This is an optimization exercise on Yosys and OpenROAD, whose aim is small area and a short achievable clock period, not a production implementation.

Setup of raven:
==> flow/design.v <==
package gfx_reg_pkg;
  typedef enum logic [8-1:0]
  {
    CONTROL       = 8'h00,
    STATUS        = 8'h04,
    TARGET_BASE   = 8'h08,
    TARGET_SIZE_X = 8'h0C,
    TARGET_SIZE_Y = 8'h10,
    DEST_X        = 8'h14,
    DEST_Y        = 8'h18,
    COLOR0        = 8'h1C,
    ALPHA         = 8'h20
  } gfx_reg_e;
  localparam int POINT_W = 16;
  localparam int CTRL_DEPTH_LSB = 0;
  localparam int CTRL_DEPTH_W   = 2;
  localparam int CTRL_BLEND_BIT = 2;
  localparam int CTRL_RECT_BIT  = 8;
  localparam int CTRL_LINE_BIT  = 9;
  localparam int CTRL_POINT_BIT = 10;
  typedef struct packed
  {
    logic [15:0] count;
    logic [14:0] reserved;
    logic        busy;
  } gfx_status_t;
endpackage
package gfx_ctrl_pkg;
  typedef enum logic
  {
    IDLE = 1'b0,
    BUSY = 1'b1
  } gfx_seq_state_e;
  typedef enum logic [1:0]
  {
    NONE  = 2'd0,
    RECT  = 2'd1,
    LINE  = 2'd2,
    POINT = 2'd3
  } gfx_draw_cmd_e;
endpackage
module gfx_wbs_top
(
  input  logic                                  wbs_clk_i,
  input  logic                                  rst_i,
  input  logic                                  cs_i,
  input  logic                                  cyc_i,
  input  logic                                  stb_i,
  input  logic                                  we_i,
  input  logic [3:0]                            sel_i,
  input  logic [8-1:0]                 adr_i,
  input  logic [32-1:0]                dat_i,
  output logic                                  ack_o,
  output logic                                  err_o,
  output logic [32-1:0]                dat_o,
  input  logic                                  pipeline_ack_i,
  input  logic                                  writer_sint_i,
  input  logic                                  reader_sint_i,
  output logic                                  inta_o,
  output logic [32-1:0]                target_base_o,
  output logic [gfx_reg_pkg::POINT_W-1:0]       target_size_x_o,
  output logic [gfx_reg_pkg::POINT_W-1:0]       target_size_y_o,
  output logic [32-1:0]                dest_x_o,
  output logic [32-1:0]                dest_y_o,
  output logic [32-1:0]                color0_o,
  output logic [7:0]                            global_alpha_o,
  output logic [gfx_reg_pkg::CTRL_DEPTH_W-1:0]  color_depth_o,
  output logic                                  blending_enable_o,
  output logic                                  rect_write_o,
  output logic                                  line_write_o,
  output logic                                  point_write_o
);
  localparam int DEPTH = 16;
  localparam logic [2:0] R_CTRL  = 3'd0;
  localparam logic [2:0] R_ALPHA = 3'd1;
  logic       acc, acc32, wr_acc, rd_acc;
  logic [5:0] widx;
  logic       full;
  logic       push;
  logic       rd_ack_q;
  logic       rd_go;
  assign acc    = cs_i & cyc_i & stb_i;
  assign acc32  = &sel_i;
  assign wr_acc = acc & acc32 & we_i;
  assign rd_acc = acc & acc32 & ~we_i;
  assign widx   = adr_i[7:2];
  assign push  = wr_acc & ~full;
  assign ack_o = push | (rd_ack_q & rd_acc);
  assign err_o = acc & ~acc32;
  logic [3:0] enc_code;
  always_comb
  begin
    enc_code[3]   = (widx[5:4] == 2'b00) &
                    (widx[3] ? (widx[2:0] == 3'd0) : (widx[2:0] != 3'd1));
    enc_code[2:0] = widx[3] ? R_ALPHA : widx[2:0];
  end
  logic [35:0] mem [DEPTH];
  logic [3:0]  wr_ptr;
  logic [3:0]  rd_ptr;
  logic [4:0]  count;
  logic        pop;
  logic        drain_ok;
  logic [DEPTH-1:0] rd_sel;
  logic [35:0] head;
  assign full = count[4];
  assign pop  = drain_ok & (count != 5'd0);
  always_ff @(posedge wbs_clk_i)
  begin
    for (int i = 0; i < DEPTH; i++)
      if (push & (wr_ptr == 4'(i)))
        mem[i] <= {enc_code, dat_i};
  end
  always_ff @(posedge wbs_clk_i)
  begin
    if (rst_i)
    begin
      wr_ptr <= '0;
      rd_ptr <= '0;
      count  <= '0;
    end
    else
    begin
      if (push)
        wr_ptr <= wr_ptr + 1'b1;
      if (pop)
        rd_ptr <= rd_ptr + 1'b1;
      count <= count + {4'd0, push} - {4'd0, pop};
    end
  end
  always_comb
  begin
    head = '0;
    for (int i = 0; i < DEPTH; i++)
    begin
      rd_sel[i] = (rd_ptr == 4'(i)) & ~rst_i;
      head = head | (mem[i] & {36{rd_sel[i]}});
    end
  end
  logic [31:11] control_hi;
  logic [7:0]  control_lo;
  logic [31:0] target_base_reg;
  logic [31:0] target_size_x_reg;
  logic [31:0] target_size_y_reg;
  logic [31:0] dest_x_reg;
  logic [31:0] dest_y_reg;
  logic [31:0] color0_reg;
  logic [31:0] alpha_reg;
  logic        busy;
  logic [7:0]  wsel;
  logic [31:0] wdat;
  always_comb
  begin
    for (int k = 0; k < 8; k++)
      wsel[k] = rst_i | (pop & head[35] & (head[34:32] == 3'(k)));
    wdat = head[31:0];
  end
  always_ff @(posedge wbs_clk_i)
  begin
    if (wsel[R_CTRL])
    begin
      control_hi <= wdat[31:11];
      control_lo <= {wdat[7:1], wdat[0] | rst_i};
    end
    if (wsel[2]) target_base_reg   <= wdat;
    if (wsel[3]) target_size_x_reg <= wdat;
    if (wsel[4]) target_size_y_reg <= wdat;
    if (wsel[5]) dest_x_reg        <= wdat;
    if (wsel[6]) dest_y_reg        <= wdat;
    if (wsel[7]) color0_reg        <= wdat;
    if (wsel[R_ALPHA]) alpha_reg   <= wdat | {32{rst_i}};
  end
  logic [2:0] draw_q;
  logic       cmd_active;
  always_ff @(posedge wbs_clk_i)
  begin
    draw_q <= wsel[R_CTRL] ? head[10:8] : 3'b000;
  end
  assign cmd_active = |draw_q;
  always_ff @(posedge wbs_clk_i)
  begin
    if (rst_i)
      busy <= 1'b0;
    else if (busy)
      busy <= ~pipeline_ack_i;
    else
      busy <= cmd_active;
  end
  assign drain_ok = ~busy & ~cmd_active;
  always_ff @(posedge wbs_clk_i)
  begin
    inta_o <= ~rst_i & (writer_sint_i | reader_sint_i);
  end
  logic [31:0] rd_mux;
  logic [31:0] rd_dat_q;
  always_comb
  begin
    case (widx)
      6'd0: rd_mux = {control_hi, draw_q, control_lo};
      6'd1: rd_mux = {11'd0, count, 15'd0, busy};
      6'd2: rd_mux = target_base_reg;
      6'd3: rd_mux = target_size_x_reg;
      6'd4: rd_mux = target_size_y_reg;
      6'd5: rd_mux = dest_x_reg;
      6'd6: rd_mux = dest_y_reg;
      6'd7: rd_mux = color0_reg;
      6'd8: rd_mux = alpha_reg;
      default: rd_mux = '0;
    endcase
  end
  assign rd_go = rd_acc & ~rd_ack_q & ~rst_i;
  always_ff @(posedge wbs_clk_i)
  begin
    rd_ack_q <= rd_go;
    rd_dat_q <= rd_go ? rd_mux : 32'd0;
  end
  assign dat_o = rd_dat_q;
  assign target_base_o     = target_base_reg;
  assign target_size_x_o   = target_size_x_reg[15:0];
  assign target_size_y_o   = target_size_y_reg[15:0];
  assign dest_x_o          = dest_x_reg;
  assign dest_y_o          = dest_y_reg;
  assign color0_o          = color0_reg;
  assign global_alpha_o    = alpha_reg[7:0];
  assign color_depth_o     = control_lo[1:0];
  assign blending_enable_o = control_lo[2];
  assign rect_write_o  = draw_q[0];
  assign line_write_o  = draw_q[1] & ~draw_q[0];
  assign point_write_o = draw_q[2] & ~draw_q[1] & ~draw_q[0];
endmodule
==> flow/config.mk <==
export PLATFORM = sky130hd
export DESIGN_NAME = gfx_wbs_top
export DESIGN_NICKNAME = gfx_wbs_top
export VERILOG_FILES = /design/flow/design.v
export SDC_FILE = /design/flow/constraint.sdc
export NUM_CORES = 4
export LEC_CHECK = 0
export CAP_MARGIN = 20
export CORE_MARGIN = 2
export CORE_UTILIZATION = 40
export SETUP_SLACK_MARGIN = 3
export SLEW_MARGIN = 20
==> flow/constraint.sdc <==
create_clock -name core_clock -period 6.0 [get_ports {wbs_clk_i}]
set_input_delay 1.2000 -clock core_clock [delete_from_list [all_inputs] [get_ports {wbs_clk_i}]]
set_output_delay 1.2000 -clock core_clock [all_outputs]
set_load 0.01 [all_outputs]
run.sh (not shown) runs the stock make flow with config.mk's settings and CLKGATE_MAP_FILE= SYNTH_SCRIPT=/design/flow/synth_recipe.tcl, a recipe that flattens the netlist after the stock synthesis.
> inputs changed (raven -> onyx)
-- flow/design.v --
<<< raven, line 133
    for (int i = 0; i < DEPTH; i++)
    begin
      rd_sel[i] = (rd_ptr == 4'(i)) & ~rst_i;
      head = head | (mem[i] & {36{rd_sel[i]}});
    end
>>> onyx, line 133
    for (int i = 0; i < DEPTH; i++)
    begin
      rd_sel[i] = (rd_ptr == 4'(i));
      head = head | (mem[i] & {36{rd_sel[i]}});
    end
<<< raven, line 153
    for (int k = 0; k < 8; k++)
      wsel[k] = rst_i | (pop & head[35] & (head[34:32] == 3'(k)));
    wdat = head[31:0];
  end
  always_ff @(posedge wbs_clk_i)
>>> onyx, line 153
    for (int k = 0; k < 8; k++)
      wsel[k] = rst_i | (pop & head[35] & (head[34:32] == 3'(k)));
    wdat = head[31:0] & {32{~rst_i}};
  end
  always_ff @(posedge wbs_clk_i)
<<< raven, line 160
    begin
      control_hi <= wdat[31:11];
      control_lo <= {wdat[7:1], wdat[0] | rst_i};
    end
    if (wsel[2]) target_base_reg   <= wdat;
>>> onyx, line 160
    begin
      control_hi <= wdat[31:11];
      control_lo <= {wdat[7:1], head[0] | rst_i};
    end
    if (wsel[2]) target_base_reg   <= wdat;
<<< raven, line 168
    if (wsel[6]) dest_y_reg        <= wdat;
    if (wsel[7]) color0_reg        <= wdat;
    if (wsel[R_ALPHA]) alpha_reg   <= wdat | {32{rst_i}};
  end
  logic [2:0] draw_q;
>>> onyx, line 168
    if (wsel[6]) dest_y_reg        <= wdat;
    if (wsel[7]) color0_reg        <= wdat;
    if (wsel[R_ALPHA]) alpha_reg   <= head[31:0] | {32{rst_i}};
  end
  logic [2:0] draw_q;
<<< raven, line 174
  always_ff @(posedge wbs_clk_i)
  begin
    draw_q <= wsel[R_CTRL] ? head[10:8] : 3'b000;
  end
  assign cmd_active = |draw_q;
>>> onyx, line 174
  always_ff @(posedge wbs_clk_i)
  begin
    draw_q <= (wsel[R_CTRL] & ~rst_i) ? head[10:8] : 3'b000;
  end
  assign cmd_active = |draw_q;
## What came out
- Both conditions hold for onyx: the flow ran to the end and the final layout passed the timing, design-rule and antenna checks.
- Global-route usage delta for onyx relative to raven: 1.1 points lower
- Delta(fraction of met3 tracks used by global routing, onyx - raven) < 0
- When onyx is set beside raven, its area overhead of the layout relative to synthesis turns out to be 5.1 points smaller.
- Routed via count on onyx is up relative to raven.
- raven was larger in final cell area than onyx.
- The hold slack in onyx was higher than what raven gave.
- Taking raven as the reference, in onyx number of clock buffer instances in the layout decreased 3; wire length reported by the detailed router moved down; xor and xnor area share after synthesis was more or less identical.
- Compared with raven, onyx shows a lower critical path depth.
- raven has a lower distinct cell type count after synthesis than onyx.
- | share of the clock period used by the worst path after layout | higher: raven |
- Diff raven -> onyx | first-pass GRT wire length | down by a few percent
- Compared onyx vs raven, and synthesized area is up in onyx.
- The launching element of the worst setup path comes out rst_i in one run and sel_i[2] in the other, namely in raven and onyx respectively.
No run of this note included a check of the RTL's function; only the layout flow was run.

-- afterwards: timing with drivers on the ports --
In the flow no input, the clock included, has a driving cell. The finished layouts below were timed again as built, in two steps.
Step 1: set_driving_cell puts a clkbuf_16 on wbs_clk_i and a buf_2 on each other input, an assumption about the parent block.
Step 2, shift: input delay + t, output delay - t, t = (earliest + latest rising clock arrival at the registers) / 2. This alone moves slack from input paths to output paths.
a / b / c = ideal ports / drivers / drivers and shift; a / b = the first two.
| run | shift t [ns] | slack for setup (ns) | worst register clock-pin slew, ns |
|---|---|---|---|
| raven | 0.700 | 2.790 / 2.800 / 2.100 | 0.07 / 0.07 |
| onyx | 0.711 | 2.866 / 2.838 / 2.376 | 0.06 / 0.06 |
After both steps every run listed still meets setup and hold. For raven, which loses most, drivers alone change the setup slack by +0.010 ns; drivers and shift together by -0.690 ns.
